This is an optimization exercise on Yosys and OpenROAD, whose aim is small area, a short achievable clock period and few clock cycles per item, not a production implementation.
RTL that was checked went through simulation tests only; none was proved equivalent to the original.
Power figures rest on the tool's default switching activity, not on a simulated workload.

Design sobel_top, start of the top module:
module sobel_top #(
    parameter int IMG_WIDTH  = 160,
    parameter int IMG_HEIGHT = 120,
    parameter int ADDR_W     = 15
) (
    input  logic                 clk,
    input  logic                 rst_n,
    input  logic                 psel,
    input  logic                 penable,
    input  logic                 pwrite,
    input  sobel_pkg::apb_addr_t paddr,
    input  sobel_pkg::apb_data_t pwdata,
    output sobel_pkg::apb_data_t prdata,
    output logic                 pready,
    output logic                 pslverr,
    output logic                 src_rd_en,
    output logic [ADDR_W-1:0]    src_addr,
    input  sobel_pkg::rgb_t      src_data,
    output logic                 edge_we,
    output logic [ADDR_W-1:0]    edge_addr,
    output logic                 edge_bit
);
    localparam int L      = 12;
    localparam int K      = L - 2;
    localparam int NSTRIP = (IMG_HEIGHT - 2 + K - 1) / K;
    localparam int J_LAST = (IMG_HEIGHT - 1) - (NSTRIP - 1) * K;
    localparam int CH     = 2 * L + 3;
    localparam logic [ADDR_W-1:0] STEP_ROW   = ADDR_W'(IMG_WIDTH);
    localparam logic [ADDR_W-1:0] STEP_COL   = ADDR_W'(1 - (L - 1) * IMG_WIDTH);
    localparam logic [ADDR_W-1:0] STEP_STRIP = ADDR_W'(-IMG_WIDTH - (IMG_WIDTH - 1));
  ...
Size: roughly 1700 cells after synthesis, roughly 280 flip-flops, roughly 120 I/O pins, ~12000 µm² of cells after synthesis.
==> flow/config.mk <==
export PLATFORM = sky130hd
export DESIGN_NAME = sobel_top
export DESIGN_NICKNAME = sobel_top
export VERILOG_FILES = /design/flow/design.v
export SDC_FILE = /design/flow/constraint.sdc
export NUM_CORES = 4
export LEC_CHECK = 0
export CAP_MARGIN = 20
export CORE_MARGIN = 2
export CORE_UTILIZATION = 40
export CTS_CLUSTER_DIAMETER = 80
export CTS_CLUSTER_SIZE = 24
export SETUP_SLACK_MARGIN = 3.1
export SLEW_MARGIN = 20
==> flow/constraint.sdc <==
create_clock -name core_clock -period 5.5 [get_ports {clk}]
set_input_delay 1.1000 -clock core_clock [delete_from_list [all_inputs] [get_ports {clk}]]
set_output_delay 1.1000 -clock core_clock [all_outputs]
set_load 0.01 [all_outputs]
standard.sh (not shown) runs the stock make flow with config.mk's settings and CLKGATE_MAP_FILE= SYNTH_SCRIPT=/design/flow/synth_recipe.tcl, a recipe that flattens the netlist after the stock synthesis.
==> flow/flow/run.sh <==
#!/bin/bash
# The standard flow, with three changes to how the layout is made:
#  - Yosys's adder-cell mapping is off (adders are left as plain gates for ABC),
#  - ABC uses its area script,
#  - the port buffers are buf_2 cells instead of the slow delay-buffer cell that
#    buffer_ports picks by default.
set -euo pipefail
bash standard.sh ADDER_MAP_FILE= ABC_AREA=1 "BUFFER_PORTS_ARGS=-buffer_cell sky130_fd_sc_hd__buf_2" finish > flow_standard.log 2>&1
Testbench counts at the start, summed over its fixed seeds: cycles 368,928, frames 16.
Then changed:
--- a/flow/design.v
+++ b/flow/design.v
@@ -350,25 +350,25 @@
     input  sobel_pkg::apb_addr_t paddr,
     input  sobel_pkg::apb_data_t pwdata,
     output sobel_pkg::apb_data_t prdata,
     output logic                 pready,
     output logic                 pslverr,
     output logic                 src_rd_en,
     output logic [ADDR_W-1:0]    src_addr,
     input  sobel_pkg::rgb_t      src_data,
     output logic                 edge_we,
     output logic [ADDR_W-1:0]    edge_addr,
     output logic                 edge_bit
 );
-    localparam int L      = 12;
+    localparam int L      = 14;
     localparam int K      = L - 2;
     localparam int NSTRIP = (IMG_HEIGHT - 2 + K - 1) / K;
     localparam int J_LAST = (IMG_HEIGHT - 1) - (NSTRIP - 1) * K;
     localparam int CH     = 2 * L + 3;
     localparam logic [ADDR_W-1:0] STEP_ROW   = ADDR_W'(IMG_WIDTH);
     localparam logic [ADDR_W-1:0] STEP_COL   = ADDR_W'(1 - (L - 1) * IMG_WIDTH);
     localparam logic [ADDR_W-1:0] STEP_STRIP = ADDR_W'(-IMG_WIDTH - (IMG_WIDTH - 1));
     localparam logic [ADDR_W-1:0] EDGE_INIT  = ADDR_W'(-3 * IMG_WIDTH + (IMG_WIDTH - 1) - IMG_WIDTH - 1);
     logic [12:0] thresh;
     logic [3:0]  margin;
     logic        busy;
     logic        done;
@@ -522,36 +522,38 @@
     assign v0 = src_rd_en && (j >= 4'd2) && (x >= 8'd2);
     assign m0 = (x <= 8'(margin)) || ((9'(x) + 9'(margin)) > 9'(IMG_WIDTH))
              || (ry <= 7'(margin)) || ((8'(ry) + 8'(margin)) > 8'(IMG_HEIGHT));
     always_ff @(posedge clk or negedge rst_n) begin
         if (!rst_n) begin
             v       <= '0;
             edge_we <= 1'b0;
         end else begin
             v       <= {v[3:1], v0};
             edge_we <= v[4];
         end
     end
+    logic cnt_inc;
     always_ff @(posedge clk) begin
         m        <= {m[3:1], m0};
         edge_bit <= is_edge && !m[4];
+        cnt_inc  <= v[4] && is_edge && !m[4];
     end
-    assign cnt_next = cnt + 15'(edge_we && edge_bit);
+    assign cnt_next = cnt + 15'(cnt_inc);
     always_ff @(posedge clk) begin
         if (!busy) cnt <= '0;
         else       cnt <= cnt_next;
     end
     always_ff @(posedge clk or negedge rst_n) begin
         if (!rst_n) begin
             busy       <= 1'b0;
             done       <= 1'b0;
             last_count <= '0;
         end else if (start) begin
             busy <= 1'b1;
             done <= 1'b0;
-        end else if (busy && rd_done && (v == 4'd0) && !edge_we) begin
+        end else if (busy && rd_done && (v == 4'd0) && !cnt_inc) begin
             busy       <= 1'b0;
             done       <= 1'b1;
             last_count <= cnt;
         end
     end
 endmodule
Result: Global-route usage falls by 0.82 points; routed wire length falls by 6.9%; synthesized area falls by about 0.45%; sequential share of layout area rises by 2.7 points; count of clock-buffer cells in the layout rises by 1; final cell count falls by about 0.8%; power rises by about 1.5%.
Testbench counts after the change, summed over its fixed seeds: cycles 358,704, frames 16.


sobel_top, a different RTL version from the one above (not shown whole).
Size: about 1600 cells after synthesis, ~290 flip-flops, roughly 12000 µm² of cells after synthesis.
clock: 5.5 ns
lec_check: 0
cap_margin: 20
core_margin: 2
core_utilization: 40
cts_cluster_diameter: 80
cts_cluster_size: 24
setup_slack_margin: 3.1
slew_margin: 20
Scripts as last shown in full above: flow/flow/run.sh
Then changed:
--- a/flow/design.v
+++ b/flow/design.v
@@ -356,13 +356,13 @@
     output logic [ADDR_W-1:0]    src_addr,
     input  sobel_pkg::rgb_t      src_data,
     output logic                 edge_we,
     output logic [ADDR_W-1:0]    edge_addr,
     output logic                 edge_bit
 );
-    localparam int L      = 14;
+    localparam int L      = 12;
     localparam int K      = L - 2;
     localparam int NSTRIP = (IMG_HEIGHT - 2 + K - 1) / K;
     localparam int J_LAST = (IMG_HEIGHT - 1) - (NSTRIP - 1) * K;
     localparam int CH     = 2 * L + 3;
     localparam logic [ADDR_W-1:0] STEP_ROW   = ADDR_W'(IMG_WIDTH);
     localparam logic [ADDR_W-1:0] STEP_COL   = ADDR_W'(1 - (L - 1) * IMG_WIDTH);
Outcome: The changed run finished with timing, DRC and antenna clean; worst setup slack improved by 24 ps; sequential cell count falls by 16; final area is about the same; die area stays flat; combinational power rises by about 9%; global-route usage rises by 0.32 points; non-clock buffer count falls by 1; routed wire length rises by about 1.4%; sequential share of layout area falls by 2.2 points; clock skew rises by 10 ps.
Testbench counts after the change, summed over its fixed seeds: cycles 368,928, frames 16.
Only the layout flow was run in the first run of this note; the RTL was not checked for function there.

separate check: timing with driven ports:
No port has a modelled driver above. Below, the same layouts with a new extraction and two added sets of constraints.
Step 1: set_driving_cell puts a clkbuf_16 on clk and a buf_2 on each other input, an assumption about the parent block.
Step 2, shift: input delay + t, output delay - t, t = (earliest + latest rising clock arrival at the registers) / 2. This alone moves slack from input paths to output paths.
Three values: ideal, step 1, step 2; two values: the first two.
| run | shift t [ns] | setup WS [ns] | worst setup path after step 2 |
|---|---|---|---|
| the first run of note 1 | 0.546 | 3.172 / 3.124 / 2.884 | input to register |
| the second run of note 1 | 0.539 | 3.263 / 3.216 / 2.858 | input to register |
| the first run of note 2 | 0.548 | 3.245 / 3.245 / 2.746 | input to register |
| the second run of note 2 | 0.543 | 3.269 / 3.219 / 2.878 | input to register |
After both steps every run listed still meets setup and hold. For the first run of note 2, which loses most, drivers alone change the setup slack by 0.000 ns; drivers and shift together by -0.499 ns.
